Context: an optimization exercise on an open-source flow, tuned for small area. The choices shown serve that exercise and are no tape-out recipe. Function was checked by simulation only, so behaviour that the tests miss may differ from the original. Power and IR drop assume default switching activity.

==> v8: inputs <==
==> flow/design.v <==
package img_pkg;
  localparam int PIXEL_W    = 4;
  localparam int KERNEL_DIM = 3;
  localparam int WINDOW_W   = KERNEL_DIM * KERNEL_DIM * PIXEL_W;
  function automatic int slot_offset(input int k, input int pw);
    slot_offset = k * pw;
  endfunction
endpackage
module line_buffer #(
  parameter int DEPTH = 256,
  parameter int WIDTH = 4
) (
  input  logic                     clk,
  input  logic                     en,
  input  logic [$clog2(DEPTH)-1:0] addr,
  input  logic [WIDTH-1:0]         din,
  output logic [WIDTH-1:0]         dout
);
  logic [WIDTH-1:0] mem [DEPTH];
  always_ff @(posedge clk) begin
    if (en) mem[addr] <= din;
  end
  assign dout = mem[addr];
endmodule
module window_generator_3x3 #(
  parameter int PIXEL_W    = img_pkg::PIXEL_W,
  parameter int IMG_WIDTH  = 256,
  parameter int IMG_HEIGHT = 256
) (
  input  logic                                    clk,
  input  logic                                    reset,
  input  logic [PIXEL_W-1:0]                      i_pixel,
  input  logic                                    i_pixel_valid,
  input  logic                                    i_sof,
  output logic [img_pkg::KERNEL_DIM*img_pkg::KERNEL_DIM*PIXEL_W-1:0] o_pixels,
  output logic                                    o_valid,
  output logic                                    o_frame_done
);
  localparam int NSLOT = img_pkg::KERNEL_DIM * img_pkg::KERNEL_DIM;
  localparam int CW    = $clog2(IMG_WIDTH);
  localparam int RW    = $clog2(IMG_HEIGHT);
  localparam logic [CW-1:0] COL_LAST = CW'(IMG_WIDTH - 1);
  localparam logic [RW-1:0] ROW_LAST = RW'(IMG_HEIGHT - 1);
  logic [CW-1:0]      col_cnt, eff_col;
  logic [RW-1:0]      row_cnt, eff_row;
  logic [PIXEL_W-1:0] mid_q, top_q;
  logic [PIXEL_W-1:0] win [NSLOT];
  always_comb begin
    eff_col = i_sof ? '0 : col_cnt;
    eff_row = i_sof ? '0 : row_cnt;
  end
  line_buffer #(.DEPTH(IMG_WIDTH), .WIDTH(PIXEL_W)) u_lb_mid (
    .clk  (clk),
    .en   (i_pixel_valid),
    .addr (eff_col),
    .din  (i_pixel),
    .dout (mid_q)
  );
  line_buffer #(.DEPTH(IMG_WIDTH), .WIDTH(PIXEL_W)) u_lb_top (
    .clk  (clk),
    .en   (i_pixel_valid),
    .addr (eff_col),
    .din  (mid_q),
    .dout (top_q)
  );
  always_ff @(posedge clk) begin
    if (!reset) begin
      col_cnt      <= '0;
      row_cnt      <= '0;
      o_valid      <= 1'b0;
      o_frame_done <= 1'b0;
      for (int k = 0; k < NSLOT; k++) win[k] <= '0;
    end else begin
      o_valid      <= 1'b0;
      o_frame_done <= 1'b0;
      if (i_pixel_valid) begin
        for (int r = 0; r < img_pkg::KERNEL_DIM; r++) begin
          for (int c = 0; c < img_pkg::KERNEL_DIM - 1; c++) begin
            win[r*img_pkg::KERNEL_DIM + c] <= win[r*img_pkg::KERNEL_DIM + c + 1];
          end
        end
        win[img_pkg::KERNEL_DIM-1]     <= top_q;
        win[2*img_pkg::KERNEL_DIM-1]   <= mid_q;
        win[3*img_pkg::KERNEL_DIM-1]   <= i_pixel;
        o_valid <= (eff_row >= RW'(2)) && (eff_col >= CW'(2));
        if (eff_col == COL_LAST) begin
          col_cnt <= '0;
          if (eff_row == ROW_LAST) begin
            row_cnt      <= '0;
            o_frame_done <= 1'b1;
          end else begin
            row_cnt <= eff_row + 1'b1;
          end
        end else begin
          col_cnt <= eff_col + 1'b1;
          row_cnt <= eff_row;
        end
      end
    end
  end
  always_comb begin
    o_pixels = '0;
    for (int k = 0; k < NSLOT; k++) begin
      o_pixels[img_pkg::slot_offset(k, PIXEL_W) +: PIXEL_W] = win[k];
    end
  end
endmodule
==> flow/run.sh <==
#!/bin/bash
# synth_recipe.tcl (not shown) runs the flow's synth.tcl, then flattens the netlist and writes it again
# the make line also repeats each setting of config.mk as NAME=value (left out here)
make -C /OpenROAD-flow-scripts/flow DESIGN_CONFIG=/design/flow/config.mk WORK_HOME=/design/flow/orfs CLKGATE_MAP_FILE= SYNTH_SCRIPT=/design/flow/synth_recipe.tcl finish
==> flow/config.mk <==
export PLATFORM = sky130hd
export DESIGN_NAME = window_generator_3x3
export DESIGN_NICKNAME = window_generator_3x3
export VERILOG_FILES = /design/flow/design.v
export SDC_FILE = /design/flow/constraint.sdc
export NUM_CORES = 4
export LEC_CHECK = 0
export CAP_MARGIN = 20
export CORE_MARGIN = 2
export CORE_UTILIZATION = 40
export SLEW_MARGIN = 20
==> flow/constraint.sdc <==
create_clock -name core_clock -period 6.0 [get_ports {clk}]
set_input_delay 1.2000 -clock core_clock [delete_from_list [all_inputs] [get_ports {clk}]]
set_output_delay 1.2000 -clock core_clock [all_outputs]
set_load 0.01 [all_outputs]
==> v25: changes against v8 <==
--- a/flow/design.v
+++ b/flow/design.v
@@ -9,16 +9,17 @@
 module line_buffer #(
-  parameter int DEPTH = 256,
+  parameter int DEPTH = 253,
   parameter int WIDTH = 4
 ) (
-  input  logic                     clk,
-  input  logic                     en,
-  input  logic [$clog2(DEPTH)-1:0] addr,
-  input  logic [WIDTH-1:0]         din,
-  output logic [WIDTH-1:0]         dout
+  input  logic             clk,
+  input  logic             en,     
+  input  logic             t,      
+  input  logic [WIDTH-1:0] din,    
+  output logic [WIDTH-1:0] dout    
 );
-  logic [WIDTH-1:0] mem [DEPTH];
+  logic [WIDTH-1:0] q [DEPTH];
   always_ff @(posedge clk) begin
-    if (en) mem[addr] <= din;
+    q[0] <= en ? ~(din ^ {WIDTH{t}}) : ~q[0];
+    for (int k = 1; k < DEPTH; k++) q[k] <= en ? ~q[k-1] : ~q[k];
   end
-  assign dout = mem[addr];
+  assign dout = q[DEPTH-1] ^ {WIDTH{t}};
 endmodule
@@ -38,3 +39,4 @@
 );
-  localparam int NSLOT = img_pkg::KERNEL_DIM * img_pkg::KERNEL_DIM;
+  localparam int KD    = img_pkg::KERNEL_DIM;
+  localparam int NSLOT = KD * KD;
   localparam int CW    = $clog2(IMG_WIDTH);
@@ -45,4 +47,24 @@
   logic [RW-1:0]      row_cnt, eff_row;
-  logic [PIXEL_W-1:0] mid_q, top_q;
+  logic               tgl;
   logic [PIXEL_W-1:0] win [NSLOT];
+  logic [PIXEL_W-1:0] lb_out [KD-1];
+  always_ff @(posedge clk) tgl <= ~tgl;
+  for (genvar i = 0; i < KD - 1; i++) begin : g_lb
+    line_buffer #(.DEPTH(IMG_WIDTH - KD), .WIDTH(PIXEL_W)) u_lb (
+      .clk  (clk),
+      .en   (i_pixel_valid),
+      .t    (tgl),
+      .din  (win[(i+1)*KD]),
+      .dout (lb_out[i])
+    );
+  end
+  always_ff @(posedge clk) begin
+    if (i_pixel_valid) begin
+      for (int r = 0; r < KD; r++)
+        for (int c = 0; c < KD - 1; c++)
+          win[r*KD + c] <= win[r*KD + c + 1];
+      for (int r = 0; r < KD - 1; r++) win[r*KD + KD - 1] <= lb_out[r];
+      win[NSLOT-1] <= i_pixel;
+    end
+  end
   always_comb begin
@@ -51,16 +73,2 @@
   end
-  line_buffer #(.DEPTH(IMG_WIDTH), .WIDTH(PIXEL_W)) u_lb_mid (
-    .clk  (clk),
-    .en   (i_pixel_valid),
-    .addr (eff_col),
-    .din  (i_pixel),
-    .dout (mid_q)
-  );
-  line_buffer #(.DEPTH(IMG_WIDTH), .WIDTH(PIXEL_W)) u_lb_top (
-    .clk  (clk),
-    .en   (i_pixel_valid),
-    .addr (eff_col),
-    .din  (mid_q),
-    .dout (top_q)
-  );
   always_ff @(posedge clk) begin
@@ -71,3 +79,2 @@
       o_frame_done <= 1'b0;
-      for (int k = 0; k < NSLOT; k++) win[k] <= '0;
     end else begin
@@ -76,10 +83,2 @@
       if (i_pixel_valid) begin
-        for (int r = 0; r < img_pkg::KERNEL_DIM; r++) begin
-          for (int c = 0; c < img_pkg::KERNEL_DIM - 1; c++) begin
-            win[r*img_pkg::KERNEL_DIM + c] <= win[r*img_pkg::KERNEL_DIM + c + 1];
-          end
-        end
-        win[img_pkg::KERNEL_DIM-1]     <= top_q;
-        win[2*img_pkg::KERNEL_DIM-1]   <= mid_q;
-        win[3*img_pkg::KERNEL_DIM-1]   <= i_pixel;
         o_valid <= (eff_row >= RW'(2)) && (eff_col >= CW'(2));
==> results by group <==
Setup path
  – R2r startpoint: col_cnt[1]
  – Flop2flop setup slack: 3.98 ns
  – WP data required: 4.80 ns

Floorplanning
  – Die Y: 405 µm

Cells and area
  – Multi-input logic portion of the cell area: 0.287
  – Largest regs: g_lb.u_lb.q x2024, win x36
  – Final net count: 4533
  – Design area: 73400 µm²

STA
  – Post-layout minimum cycle time: approximately 3.2 ns

Routing
  – Via count: just over 30000
  – Met2 WL: 32.4 mm

Synthesis
  – Post-Syn Area: 64200 µm²
  – Post-synth EDFFs: 36
  – Synth Area in XOR/XNOR: 0.00218

Status
  – Status: complete, no violations

Pwr
  – Psw: 0.00599 W
  – Lkg Pwr: 33.2 nW
The numbers above come from v25.

==> results by group <==
Status
  – Status: complete, no violations

Floorplanning
  – Die Y: 462 µm

Setup path
  – WP data required: 6.51 ns
  – Flop2flop setup slack: approximately 0.83 ns

Routing
  – Met2 WL: 114 mm
  – Via count: around 51000

Synthesis
  – Post-synth EDFFs: between 2000 and 2500
  – Post-Syn Area: 83700 µm²

Cells and area
  – Multi-input logic portion of the cell area: 0.204
  – Largest regs: u_lb_mid.mem x1024, u_lb_top.mem x1024, win x36

STA
  – Post-layout minimum cycle time: 5.17 ns

Pwr
  – Lkg Pwr: 30.8 nW
  – Psw: 0.00666 W
The numbers above come from v8.

==> separate check: timing with driven ports <==
No port has a modelled driver above. Below, the same layouts with a new extraction and two added sets of constraints. Step 1 (the two cells are an assumption about what drives the block):
set clk [get_ports {clk}]
set_driving_cell -lib_cell sky130_fd_sc_hd__clkbuf_16 $clk
set_driving_cell -lib_cell sky130_fd_sc_hd__buf_2 [delete_from_list [all_inputs] $clk]
Step 2, shift: input delay + t, output delay - t, t = (earliest + latest rising clock arrival at the registers) / 2. This alone moves slack from input paths to output paths. a / b / c = no drivers / after step 1 / after step 2; a / b = the first two.
run | t, ns | setup slack, ns | clock arrival spread, ns | worst data-port slew with drivers (ns)
v8 | 0.945 | 0.833 / 0.833 / -0.039 | 0.042 / 0.041 | 0.15
v25 | 0.863 | 2.834 / 2.762 / 2.104 | 0.025 / 0.026 | 0.08
Met with ideal ports but missed after step 2: setup timing in v8. The setup slack of v8, which loses most, moves by 0.000 ns with the drivers and by -0.872 ns with both steps.
